What follows belongs to an exercise in optimizing a design on an open flow for small area and a short achievable clock period; a production flow would make more cautious choices. No functional check of the RTL was part of any run shown here. No activity file was given, so power comes from the tool's default toggle rates.

`flow/run.sh`:
```
#!/bin/bash
# synth_recipe.tcl (not shown) runs the flow's synth.tcl, then flattens the netlist and writes it again
# the make line also repeats each setting of config.mk as NAME=value (left out here)
make -C /OpenROAD-flow-scripts/flow DESIGN_CONFIG=/design/flow/config.mk WORK_HOME=/design/flow/orfs CLKGATE_MAP_FILE= SYNTH_SCRIPT=/design/flow/synth_recipe.tcl finish
```
`flow/constraint.sdc`:
```
create_clock -name core_clock -period 5.5 [get_ports {CLK}]
set_input_delay 1.1000 -clock core_clock [delete_from_list [all_inputs] [get_ports {CLK}]]
set_output_delay 1.1000 -clock core_clock [all_outputs]
set_load 0.01 [all_outputs]
```
`flow/design.v`:
```
module imem_prog_store #(
  parameter int                INST_W  = 9,
  parameter int                PC_W    = 8,
  parameter int                ADDR_W  = 8,
  parameter int                NPROG   = 4,
  parameter logic [INST_W-1:0] HALT_OP = '1,
  parameter int                SEL_W   = (NPROG > 1) ? $clog2(NPROG) : 1
) (
  input  logic              CLK,
  input  logic              reset_n,
  input  logic              clr,
  input  logic              ld_start,
  input  logic [SEL_W-1:0]  ld_slot,
  input  logic              ld_valid,
  input  logic [INST_W-1:0] ld_data,
  input  logic              ld_last,
  output logic              ld_ready,
  output logic              ld_err,
  input  logic              fetch_en,
  input  logic [SEL_W-1:0]  prog_sel,
  input  logic [PC_W-1:0]   PC,
  output logic              fetch_rdy,
  output logic [INST_W-1:0] inst,
  output logic              inst_vld
);
  logic              state;
  logic [INST_W-1:0] mem [2**ADDR_W];
  logic [ADDR_W:0]   fill_ptr;
  logic [NPROG-1:0]  slot_vld;
  logic [ADDR_W-1:0] base [NPROG];
  logic [PC_W-1:0]   lst  [NPROG];
  logic [PC_W-1:0]   cnt;
  logic [SEL_W-1:0]  cur_slot;
  logic              full;
  logic              beat;
  logic              fetch_hit;
  assign full      = fill_ptr[ADDR_W];
  assign fetch_rdy = !state;
  assign ld_ready  = state && !full;
  assign beat      = ld_valid && ld_ready;
  function automatic logic [1:0] cmp2(input logic [1:0] x, input logic [1:0] y);
    case ({x, y})
      4'h0, 4'h5, 4'hA, 4'hF:               cmp2 = 2'b01;
      4'h4, 4'h8, 4'h9, 4'hC, 4'hD, 4'hE:   cmp2 = 2'b10;
      default:                              cmp2 = 2'b00;
    endcase
  endfunction
  function automatic logic [15:0] fetch_oh(input logic [1:0] sel, input logic [7:0] pc,
      input logic [7:0] b0, input logic [7:0] b1, input logic [7:0] b2, input logic [7:0] b3);
    logic [3:0] ps;
    logic [3:0] pd, bd, sd;
    logic [3:0] gen, prp, cin;
    logic [3:0] sdk [4];
    ps = 4'b1 << sel;
    for (int k = 0; k < 4; k++) begin
      pd = 4'b1 << pc[2*k+:2];
      bd = ((4'b1 << b0[2*k+:2]) & {4{ps[0]}}) | ((4'b1 << b1[2*k+:2]) & {4{ps[1]}}) |
           ((4'b1 << b2[2*k+:2]) & {4{ps[2]}}) | ((4'b1 << b3[2*k+:2]) & {4{ps[3]}});
      sd[0] = bd[0] & pd[0] | bd[1] & pd[3] | bd[2] & pd[2] | bd[3] & pd[1];
      sd[1] = bd[0] & pd[1] | bd[1] & pd[0] | bd[2] & pd[3] | bd[3] & pd[2];
      sd[2] = bd[0] & pd[2] | bd[1] & pd[1] | bd[2] & pd[0] | bd[3] & pd[3];
      sd[3] = bd[0] & pd[3] | bd[1] & pd[2] | bd[2] & pd[1] | bd[3] & pd[0];
      gen[k] = bd[1] & pd[3] | bd[2] & (pd[2] | pd[3]) | bd[3] & (pd[1] | pd[2] | pd[3]);
      prp[k] = sd[3];
      sdk[k] = sd;
    end
    cin[0] = 1'b0;
    cin[1] = gen[0];
    cin[2] = gen[1] | prp[1] & gen[0];
    cin[3] = gen[2] | prp[2] & gen[1] | prp[2] & prp[1] & gen[0];
    for (int k = 0; k < 4; k++)
      fetch_oh[4*k+:4] = cin[k] ? {sdk[k][2:0], sdk[k][3]} : sdk[k];
  endfunction
  logic [15:0] foh;
  logic [3:0]  oh [4];
  assign foh = fetch_oh(prog_sel, PC, base[0], base[1], base[2], base[3]);
  assign oh[0] = foh[3:0];
  assign oh[1] = foh[7:4];
  assign oh[2] = foh[11:8];
  assign oh[3] = foh[15:12];
  logic [PC_W-1:0] l;
  logic [1:0]      e [4];
  always_comb begin
    l = lst[prog_sel];
    for (int k = 0; k < 4; k++) e[k] = cmp2(PC[2*k+:2], l[2*k+:2]);
    fetch_hit = slot_vld[prog_sel] &&
                !(e[3][1] || e[3][0] && (e[2][1] || e[2][0] && (e[1][1] || e[1][0] && e[0][1])));
  end
  logic [INST_W-1:0] lv1 [64];
  logic [INST_W-1:0] lv2 [16];
  logic [INST_W-1:0] lv3 [4];
  for (genvar k = 0; k < 64; k++) begin : g_lv1
    for (genvar i = 0; i < INST_W; i++) begin : g_bit
      imem_sel4 u_sel (.o(oh[0]), .w({mem[4*k+3][i], mem[4*k+2][i], mem[4*k+1][i], mem[4*k][i]}),
                       .y(lv1[k][i]));
    end
  end
  for (genvar k = 0; k < 16; k++) begin : g_lv2
    for (genvar i = 0; i < INST_W; i++) begin : g_bit
      imem_sel4 u_sel (.o(oh[1]), .w({lv1[4*k+3][i], lv1[4*k+2][i], lv1[4*k+1][i], lv1[4*k][i]}),
                       .y(lv2[k][i]));
    end
  end
  for (genvar k = 0; k < 4; k++) begin : g_lv3
    for (genvar i = 0; i < INST_W; i++) begin : g_bit
      imem_sel4 u_sel (.o(oh[2]), .w({lv2[4*k+3][i], lv2[4*k+2][i], lv2[4*k+1][i], lv2[4*k][i]}),
                       .y(lv3[k][i]));
    end
  end
  logic [INST_W-1:0] nrd3 [4];
  logic [3:0]        roh3;
  logic [INST_W-1:0] nrdata;
  for (genvar i = 0; i < INST_W; i++) begin : g_lv4
    imem_sel4 u_sel (.o(roh3), .w({nrd3[3][i], nrd3[2][i], nrd3[1][i], nrd3[0][i]}),
                     .y(nrdata[i]));
  end
  assign inst = ~nrdata;
  always_ff @(posedge CLK) begin
    if (!clr && !state && fetch_en) begin
      for (int k = 0; k < 4; k++) nrd3[k] <= ~lv3[k];
    end
  end
  always_ff @(posedge CLK or negedge reset_n) begin
    if (!reset_n) begin
      roh3 <= '0;
    end else if (!clr && !state && fetch_en) begin
      roh3 <= oh[3] & {4{fetch_hit}};
    end
  end
  always_ff @(posedge CLK or negedge reset_n) begin
    if (!reset_n) begin
      state    <= 1'b0;
      fill_ptr <= '0;
      slot_vld <= '0;
      ld_err   <= 1'b0;
      inst_vld <= 1'b0;
    end else if (clr) begin
      state    <= 1'b0;
      fill_ptr <= '0;
      slot_vld <= '0;
      inst_vld <= 1'b0;
    end else if (!state) begin
      inst_vld <= fetch_en;
      if (ld_start) begin
        state             <= 1'b1;
        slot_vld[ld_slot] <= 1'b0;
      end
    end else begin
      inst_vld <= 1'b0;
      if (beat) begin
        fill_ptr <= fill_ptr + 1'b1;
        if (ld_last) begin
          state              <= 1'b0;
          slot_vld[cur_slot] <= 1'b1;
        end
      end else if (ld_valid) begin
        state  <= 1'b0;
        ld_err <= 1'b1;
      end
    end
  end
  always_ff @(posedge CLK) begin
    if (!clr) begin
      if (!state) begin
        if (ld_start) begin
          cur_slot      <= ld_slot;
          base[ld_slot] <= fill_ptr[ADDR_W-1:0];
          cnt           <= '0;
        end
      end else if (beat) begin
        cnt <= cnt + 1'b1;
        if (ld_last) lst[cur_slot] <= cnt;
      end
    end
  end
  always_ff @(posedge CLK) begin
    if (beat) mem[fill_ptr[ADDR_W-1:0]] <= ld_data;
  end
endmodule
module imem_sel4 (
  input  logic [3:0] o,
  input  logic [3:0] w,
  output logic       y
);
  assign y = |(w & o);
endmodule
```
`flow/config.mk`:
```
export PLATFORM = sky130hd
export DESIGN_NAME = imem_prog_store
export DESIGN_NICKNAME = imem_prog_store
export VERILOG_FILES = /design/flow/design.v
export SDC_FILE = /design/flow/constraint.sdc
export NUM_CORES = 4
export LEC_CHECK = 0
export CAP_MARGIN = 20
export CORE_MARGIN = 2
export CORE_UTILIZATION = 40
export SETUP_SLACK_MARGIN = 2.5
export SLEW_MARGIN = 20
export SYNTH_HIERARCHICAL = 1
```
==> results of run 1 <==
Yosys stat by module (local to each module, per instance):
module,copies in the design,flops+latches
imem_sel4,765,0
imem_prog_store,1,2434
flip-flops by register name, indices dropped and copies added, names as in the netlist:
signal,flops
mem,2304
cnt,8
state,1
nrd3,36
base,32
cur_slot,2
ld_err,1
fill_ptr,9
slot_vld,4
roh3,4
lst,32
inst_vld,1
cells in the mapped netlist (all sizes together), types with 5 or more instances:
cell | count | share of area
and3b | 6 | 0.00058
clkbuf | 46 | 0.0019
dfrtp | 20 | 0.0055
edfxtp | 2414 | 0.80
a211oi | 6 | 0.00055
nor2b | 8 | 0.00055
nor2 | 308 | 0.013
ha | 5 | 0.00069
a31oi | 6 | 0.00041
inv | 71 | 0.0029
nand4 | 5 | 0.00034
mux2 | 9 | 0.0011
o21ai | 16 | 0.00088
buf | 10 | 0.00069
nand2b | 10 | 0.00069
nor3b | 5 | 0.00041
a221oi | 5 | 0.00048
nand3 | 28 | 0.0015
mux4 | 15 | 0.0037
mux2i | 17 | 0.0019
a21oi | 19 | 0.0010
a22oi | 1530 | 0.13
xor2 | 9 | 0.00087
and3 | 7 | 0.00048
nor3 | 16 | 0.00088
o221ai | 5 | 0.00055
nand2 | 802 | 0.033
metrics by stage:
stage               power [mW]  instances
floorplan                 23.2       5443
global placement          24.6       8608
detailed placement        24.6       8608
CTS                       41.2       9246
global route              42.5       9293
finish                    41.5       9294
power by group through the flow:
stage	sequential, mW	clock, mW	combinational [mW]
finish	20.5	15.3	5.66
global route	20.5	16.1	5.87
CTS	20.5	15.4	5.26
detailed placement	20.9	0	3.68
global placement	20.9	0	3.67
floorplan	20.9	0	2.31
routing by layer:
| layer | global-route usage | vias to the layer above | wire length [µm] |
|---|---|---|---|
| met5 | 0 | - | 7 |
| met4 | 0.0962 | 2 | 12400 |
| met3 | 0.0432 | 517 | 27000 |
| met2 | 0.376 | 3181 | 134000 |
| met1 | 0.328 | 29136 | 111000 |
| li1 | - | 23776 | - |
placed cells by master, fill, tap and decap left out, drive strengths merged, types with 7 or more instances in the layout:
master	count
clkdlybuf4s50	15
mux2i	17
o21ai	16
nor3	16
clkbuf	304
nor2	308
a21oi	19
mux4	15
bufinv	16
xor2	9
dfrtp	20
buf	421
nor2b	8
nand3	28
clkinvlp	12
and3	7
mux2	9
edfxtp	2414
nand2	802
nand2b	10
a22oi	1530
clkinv	105
bufbuf	19
inv	73
path summary, 6_finish.rpt:
path | from | endpoint | slack [ns] | cells after the start
max | base[2][0] | nrd3[1][1] | 2.03 | 16
min | reset_n | fill_ptr[2] | 0.20 | 1
max reg2reg | base[2][0] | nrd3[1][1] | 2.03 | 16
min reg2reg | ld_err | ld_err | 0.50 | 1
max in group asynchronous | reset_n | roh3[2] | 4.89 | 1
min in group core_clock | ld_err | ld_err | 0.50 | 1
worst register-to-register path, stage by stage (launching register included):
cell	delay, ns
edfxtp_1	0.43
nand3b_1	0.15
a21oi_2	0.07
a311o_2	0.40
buf_6	0.15
mux2i_4	0.22
mux2i_4	0.15
buf_12	0.21
buf_16	0.17
buf_16	0.16
a22oi_2	0.16
nand2_2	0.11
a22oi_2	0.25
nand2_1	0.12
a22oi_2	0.41
nand2_1	0.11
inv_1	0.08
area by class of cell:
| type | instances | area [µm²] | area share |
|---|---|---|---|
| clock inverters | 133 | 1130 | 0.00999 |
| well taps | 3009 | 3760 | 0.0332 |
| multi-input cells | 2880 | 21000 | 0.185 |
| clock buffers | 281 | 5990 | 0.0528 |
| inverters | 73 | 287 | 0.00253 |
| repair buffers | 482 | 8250 | 0.0728 |
| flip-flops and latches | 2434 | 73000 | 0.644 |
| diodes | 2 | 5.00 | 0.0000441 |
kinds of logic after synthesis:
| kind of cell | Yosys count | share of synthesized area |
|---|---|---|
| xor gates and xnor gates | 12 | 0.00115 |
| AOI/OAI and AO/OA | 1611 | 0.132 |
| and+or+nand+nor | 1211 | 0.0525 |
| DFF | 2434 | 0.801 |
| muxes | 41 | 0.00669 |
| buffers and inverters | 129 | 0.00559 |
| adders and majority gates | 5 | 0.000687 |
what timing repair did:
action	CTS	global route
endpoints found under the setup margin	2229	972
resized for setup	910	233
gates cloned	100	25
pin swaps	247	141
hold buffers	0	0
setup buffers	124	21
==> results.sh, run 1 <==
export IMPL_run_status="no timing/DRC/antenna violations"
export IMPL_die_height_um=481
export IMPL_syn_inst=5443
export IMPL_hold_viol=0
export IMPL_track_usage=0.239
export IMPL_yosysUniqueCellTypes=58
export IMPL_p_sw_frac=0.250
export IMPL_hold_path_class="input port to async pin"
export IMPL_crit_family="compound AO/OA/AOI/OAI gates"
export IMPL_critPathRequiredTime_ns=6.23
export IMPL_cts_buffers=229
export IMPL_first_global_vias=54614
export IMPL_antenna_found_initial=3
export IMPL_core_rowCount=175
export IMPL_period_share=0.632
export IMPL_slowest_delay_ns=0.43
export IMPL_syn2layout_area_growth_pct=24.4
export IMPL_postSynth_asyncResetShare=0.00822
export IMPL_worst_slack_ns=2.03
export IMPL_cp_data_arrival_time_ns=4.20
export IMPL_num_vias=56612
export IMPL_startpoint_type="flip-flop"
export IMPL_final_util=0.500
export IMPL_io_buffers=40
export IMPL_worstSetupPathType="flip-flop to flip-flop"
export IMPL_slew_violations=0
export IMPL_leakagePower_nw=36.9
export IMPL_dieArea_um2=232000
export IMPL_finalSetupTns_ns=0
export IMPL_synth_ff_type="edfxtp_1"
export IMPL_ys_ff_latch=2434
export IMPL_clk_pin_slew_worst_paths_ns=0.06
export IMPL_max_slew_margin=0.263
export IMPL_p_per_area_nw_per_um2=366
export IMPL_end_kind="flip-flop"
export IMPL_dpl_instance_area_um2=97200
export IMPL_syn_cell_area_um2=91100
export IMPL_synth_fp_nets=5476
export IMPL_synth_edf_count=2414
export IMPL_finalInstanceArea_um2=113000
export IMPL_drive_gt1_frac=0.254
export IMPL_pwr_share_seq=0.495
export IMPL_fin_nets=6133
export IMPL_path_max_fanout=9
export IMPL_wire_per_inst_um=30.6
export IMPL_internal_power_mw=31.1
export IMPL_cts_sinks=2434
export IMPL_start_util=0.402
export IMPL_drtAntennaViolNets=0
export IMPL_yosys_warnings=18
export IMPL_hold_ws_ns=0.201
export IMPL_drtPass1Iterations=6
export IMPL_fin_worst_skew_ns=0.0392
export IMPL_place_congestion=0.858
export IMPL_crit_buf_inv=5
export IMPL_fmax_mhz=288
export IMPL_switchingPower_mw=10.4
export IMPL_cts_tree="yes"
export IMPL_critPathSlowestCell="edfxtp_1"
export IMPL_gr_total_overflow=0
export IMPL_core_um2=227000
export IMPL_initialDrtViolationCount=7752
export IMPL_grt_max_degree=145
export IMPL_ctsRootBufferMaster="clkbuf_16"
export IMPL_drc=0
export IMPL_cp_cell_sequence="nand3b_1 > a21oi_2 > a311o_2 > buf_6 > mux2i_4 > mux2i_4 > buf_12 > buf_16 > buf_16 > a22oi_2 > nand2_2 > a22oi_2 > nand2_1 > a22oi_2 > nand2_1 > inv_1"
export IMPL_nFillCells=18465
export IMPL_final_min_clock_period_ns=3.47
export IMPL_hpwl_mm=145
export IMPL_syn_avg_cell_area_um2=16.7
export IMPL_die_w_um=481
export IMPL_p_comb_frac=0.137
export IMPL_seq_area_frac_synth=0.801
export IMPL_finalSetupViolCount=0
export IMPL_grt_first_pass_wirelength_mm=401
export IMPL_worst_pin_slew_ns=1.11
export IMPL_h_tree_depth=4
export IMPL_post_place_ws_ns=0.111
export IMPL_insertion_delay_ns=0.88
export IMPL_clkPwrFrac=0.368
export IMPL_crit_top_cell="a22oi_2"
export IMPL_viasPerCell=6.09
export IMPL_max_clock_path_buffers=3
export IMPL_drt_total_wl_mm=285
export IMPL_maxCapViolations=0
export IMPL_vdd_drop_max_v=0.000276
export IMPL_boundaryPins=41
export IMPL_rsz0062_at_grt="yes"
==> inputs of run 2 (changes only) <==
--- a/flow/design.v
+++ b/flow/design.v
@@ -34,6 +34,7 @@
   logic              full;
   logic              beat;
   logic              fetch_hit;
+  logic [INST_W-1:0] rdata;
   assign full      = fill_ptr[ADDR_W];
   assign fetch_rdy = !state;
   assign ld_ready  = state && !full;
@@ -88,7 +89,6 @@
   end
   logic [INST_W-1:0] lv1 [64];
   logic [INST_W-1:0] lv2 [16];
-  logic [INST_W-1:0] lv3 [4];
   for (genvar k = 0; k < 64; k++) begin : g_lv1
     for (genvar i = 0; i < INST_W; i++) begin : g_bit
       imem_sel4 u_sel (.o(oh[0]), .w({mem[4*k+3][i], mem[4*k+2][i], mem[4*k+1][i], mem[4*k][i]}),
@@ -101,30 +101,25 @@
                        .y(lv2[k][i]));
     end
   end
+  logic [INST_W-1:0] rd2 [16];
+  logic [3:0]        roh2, roh3;
+  logic              rmiss;
+  logic [INST_W-1:0] rl3 [4];
   for (genvar k = 0; k < 4; k++) begin : g_lv3
     for (genvar i = 0; i < INST_W; i++) begin : g_bit
-      imem_sel4 u_sel (.o(oh[2]), .w({lv2[4*k+3][i], lv2[4*k+2][i], lv2[4*k+1][i], lv2[4*k][i]}),
-                       .y(lv3[k][i]));
+      imem_sel4 u_sel (.o(roh2), .w({rd2[4*k+3][i], rd2[4*k+2][i], rd2[4*k+1][i], rd2[4*k][i]}),
+                       .y(rl3[k][i]));
     end
   end
-  logic [INST_W-1:0] nrd3 [4];
-  logic [3:0]        roh3;
-  logic [INST_W-1:0] nrdata;
   for (genvar i = 0; i < INST_W; i++) begin : g_lv4
-    imem_sel4 u_sel (.o(roh3), .w({nrd3[3][i], nrd3[2][i], nrd3[1][i], nrd3[0][i]}),
-                     .y(nrdata[i]));
+    imem_sel4 u_sel (.o(roh3), .w({rl3[3][i], rl3[2][i], rl3[1][i], rl3[0][i]}), .y(rdata[i]));
   end
-  assign inst = ~nrdata;
+  assign inst = rdata | {INST_W{rmiss}};
   always_ff @(posedge CLK) begin
     if (!clr && !state && fetch_en) begin
-      for (int k = 0; k < 4; k++) nrd3[k] <= ~lv3[k];
-    end
-  end
-  always_ff @(posedge CLK or negedge reset_n) begin
-    if (!reset_n) begin
-      roh3 <= '0;
-    end else if (!clr && !state && fetch_en) begin
-      roh3 <= oh[3] & {4{fetch_hit}};
+      for (int k = 0; k < 16; k++) rd2[k] <= lv2[k];
+      roh2 <= oh[2];
+      roh3 <= oh[3];
     end
   end
   always_ff @(posedge CLK or negedge reset_n) begin
@@ -133,6 +128,7 @@
       fill_ptr <= '0;
       slot_vld <= '0;
       ld_err   <= 1'b0;
+      rmiss    <= 1'b1;
       inst_vld <= 1'b0;
     end else if (clr) begin
       state    <= 1'b0;
@@ -141,6 +137,7 @@
       inst_vld <= 1'b0;
     end else if (!state) begin
       inst_vld <= fetch_en;
+      if (fetch_en) rmiss <= !fetch_hit;
       if (ld_start) begin
         state             <= 1'b1;
         slot_vld[ld_slot] <= 1'b0;
==> results.sh, run 2 <==
export IMPL_run_status="no timing/DRC/antenna violations"
export IMPL_finalInstanceArea_um2=114000
export IMPL_hold_buffers=0
export IMPL_core_um2=235000
export IMPL_fin_nets=6133
export IMPL_viasPerCell=5.93
export IMPL_slew_violations=0
export IMPL_cts_sinks=2547
export IMPL_num_vias=56095
export IMPL_cts_tree="yes"
export IMPL_synthTopCellsByArea="edfxtp_1 80%, a22oi_1 12%, nand2_1 3.3%"
export IMPL_finalSetupViolCount=0
export IMPL_critPathSlowestCell="a22oi_2"
export IMPL_crit_family="compound AO/OA/AOI/OAI gates"
export IMPL_start_util=0.402
export IMPL_leakagePower_nw=36.8
export IMPL_final_common_cell="edfxtp_1"
export IMPL_synth_top_cell_area_share=0.804
export IMPL_syn_avg_cell_area_um2=17.2
export IMPL_rsz0062_at_grt="yes"
export IMPL_boundaryPins=41
export IMPL_synth_fp_nets=5539
export IMPL_finalSetupTns_ns=0
export IMPL_seq_area_frac_synth=0.809
export IMPL_rr_endpoint="mem[43][3]"
export IMPL_routed_top_layer="met4"
export IMPL_wire_per_inst_um=28.5
export IMPL_drc=0
export IMPL_drtAntennaViolNets=0
export IMPL_synth_compound_area_frac=0.128
export IMPL_die_height_um=490
export IMPL_crit_buf_inv=2
export IMPL_max_clock_path_buffers=3
export IMPL_vdd_drop_max_v=0.000280
export IMPL_min_from="ld_err"
export IMPL_hpwl_mm=142
export IMPL_ctsRootBufferMaster="clkbuf_16"
export IMPL_syn_cell_area_um2=94400
export IMPL_drt_met1_wl_mm=109
export IMPL_slowest_delay_ns=0.44
export IMPL_dpl_instance_area_um2=101000
export IMPL_syn2layout_area_growth_pct=20.3
export IMPL_hold_ws_ns=0.502
export IMPL_crit_top_cell="nand2_2"
export IMPL_first_global_vias=53642
export IMPL_critPathRequiredTime_ns=4.40
export IMPL_insertion_delay_ns=0.89
export IMPL_core_rowCount=178
export IMPL_drtPass1Iterations=6
export IMPL_dieArea_um2=240000
export IMPL_holdPathStages=1
export IMPL_end_kind="output port"
export IMPL_io_buffers=40
export IMPL_yosysUniqueCellTypes=66
export IMPL_post_place_ws_ns=0.694
export IMPL_drive_gt1_frac=0.198
export IMPL_r2r_setup_slack_ns=2.40
export IMPL_largest_reg_flops=2304
export IMPL_reg2reg_depth=3
export IMPL_die_w_um=490
export IMPL_ys_ff_latch=2547
export IMPL_fmax_mhz=243
export IMPL_path_max_fanout=36
export IMPL_synth_simple_area_share=0.0516
export IMPL_synth_ff_type="edfxtp_1"
export IMPL_placed_cells_incl_taps=8894
export IMPL_gr_total_overflow=0
export IMPL_hold_viol=0
export IMPL_yosysMostFrequentCell="edfxtp_1"
export IMPL_cp_data_arrival_time_ns=3.02
export IMPL_cts_buffers=236
export IMPL_initialDrtViolationCount=7182
export IMPL_clk_pin_slew_worst_paths_ns=0.06
export IMPL_synth_common_cells="2,530 x edfxtp_1, 1,530 x a22oi_1, 821 x nand2_1"
export IMPL_yosysTopAreaCell="edfxtp_1"
export IMPL_cp_cell_sequence="buf_8 > a22oi_2 > nand2_2 > a22oi_1 > nand2_2 > or2_4 > buf_6"
export IMPL_grt_first_pass_wirelength_mm=373
export IMPL_final_min_clock_period_ns=4.12
export IMPL_period_share=0.749
export IMPL_yosys_warnings=18
export IMPL_antenna_found_initial=7
export IMPL_fin_worst_skew_ns=0.0527
export IMPL_startpoint_type="flip-flop"
export IMPL_p_per_area_nw_per_um2=368
export IMPL_wl_met2_mm=127
export IMPL_syn_inst=5506
export IMPL_max_slew_margin=0.261
export IMPL_worst_pin_slew_ns=1.11
export IMPL_postSynth_asyncResetShare=0.00667
export IMPL_synth_edf_count=2530
export IMPL_synth_top_family_by_area="compound AO/OA/AOI/OAI gates"
export IMPL_reg2reg_from="fill_ptr[5]"
export IMPL_wl_met3_mm=24.8
export IMPL_worst_slack_ns=1.38
export IMPL_synth_adder_area_share=0.000662
export IMPL_hold_path_class="flip-flop to flip-flop"
export IMPL_mostFrequentLayoutCells="2,530 x edfxtp_1, 1,318 x a22oi_1, 756 x nand2_1"
export IMPL_h_tree_depth=4
export IMPL_grt_max_degree=151
export IMPL_place_congestion=0.829
export IMPL_drt_total_wl_mm=269
export IMPL_muxShareOfSynthArea=0.00570
export IMPL_synth_xor_area_frac=0.00111
export IMPL_finalNonFillerCells=9456
export IMPL_maxCapViolations=0
export IMPL_track_usage=0.211
export IMPL_worstSetupPathType="flip-flop to output port"
export IMPL_hold_path_end="ld_err"
-- run 2: how the worst max path moves through the flow --
stage,start,to,cells after the start
CTS,roh2[0],inst[6],8
global route,roh2[0],inst[6],9
floorplan,prog_sel[1],rd2[0][0],15
finish,roh2[1],inst[8],7
global placement,ld_valid,mem[91][6],7
detailed placement,ld_valid,mem[91][7],7
-- run 2: logic make-up (layout without fill, tap and decap cells) --
| family | after synthesis | count (layout) |
|---|---|---|
| flip-flops | 2547 | 2547 |
| AO/OA/AOI/OAI | 1612 | 1612 |
| AND/OR/NAND/NOR | 1215 | 1215 |
| buffers and inverters | 78 | 876 |
| multiplexers | 37 | 37 |
| XOR/XNOR | 12 | 12 |
| adder cells (fa/ha/maj) | 5 | 5 |
| other | 0 | 2 |
-- run 2: cell type report --
cell class	instances	area (µm²)
well taps	3150	3940
inverters	26	113
flip-flops and latches	2547	76400
clock inverters	166	1590
repair buffers	408	5240
clock buffers	276	6080
diodes	2	5.00
fillers	19451	121000
multi-input cells	2881	20200
-- run 2: layer usage --
layer | track usage | up-vias
li1 | - | 23935
met1 | 0.299 | 28930
met2 | 0.337 | 2802
met3 | 0.0339 | 428
met4 | 0.0671 | 0
met5 | 0 | -
-- run 2: report_power, final --
| part | switching [mW] | internal [mW] |
|---|---|---|
| clock network | 7.19 | 9.04 |
| logic | 2.64 | 1.29 |
| registers | 0.0781 | 21.5 |
-- run 2: modules after synthesis (local to each module, per instance) --
| module | copies in the design | area, µm² | flip-flops and latches | cells |
|---|---|---|---|---|
| imem_prog_store | 1 | 80100 | 2547 | 3211 |
| imem_sel4 | 765 | 18.8 | 0 | 3 |
-- run 2: what timing repair did --
| action | CTS | global route |
|---|---|---|
| buffers inserted | 28 | 41 |
| resized for setup | 422 | 288 |
| setup endpoints to repair | 2057 | 939 |
| cloned | 14 | 35 |
| pin swaps | 73 | 64 |
-- run 2: stage by stage --
step / util / power [mW]
floorplan: - / 23.9
global route: 0.483 / 42.9
finish: 0.483 / 41.8
detailed placement: 0.431 / 25.2
CTS: 0.473 / 41.4
global placement: 0.431 / 25.1

port drivers added, routing unchanged:
How much do the figures lean on ideal ports? The routed layouts below were timed once more, with nothing changed but the port constraints.
Step 1 assumes that a clkbuf_16 drives the clock port and a buf_2 every other input.
Step 2 adds t to the input delays and takes it off the output delays; t is the mean of the earliest and latest rising clock arrival at the registers after step 1. Input paths then give back, and output paths get back, about the clock's delay inside the block.
Three values: ideal, step 1, step 2; two values: the first two.
run	t (ns)	setup WS [ns]	hold slack, ns	latest minus earliest clock arrival (ns)	worst data-port slew with drivers (ns)
run 1	0.964	2.026 / 1.975 / 1.105	0.201 / 0.132 / 0.497	0.047 / 0.047	0.08
run 2	0.962	1.380 / 1.292 / 1.534	0.502 / 0.502 / 0.502	0.068 / 0.068	0.09
After both steps setup and hold are still met in every run listed. For run 1, which loses most, drivers alone change the setup slack by -0.051 ns; drivers and shift together by -0.921 ns.
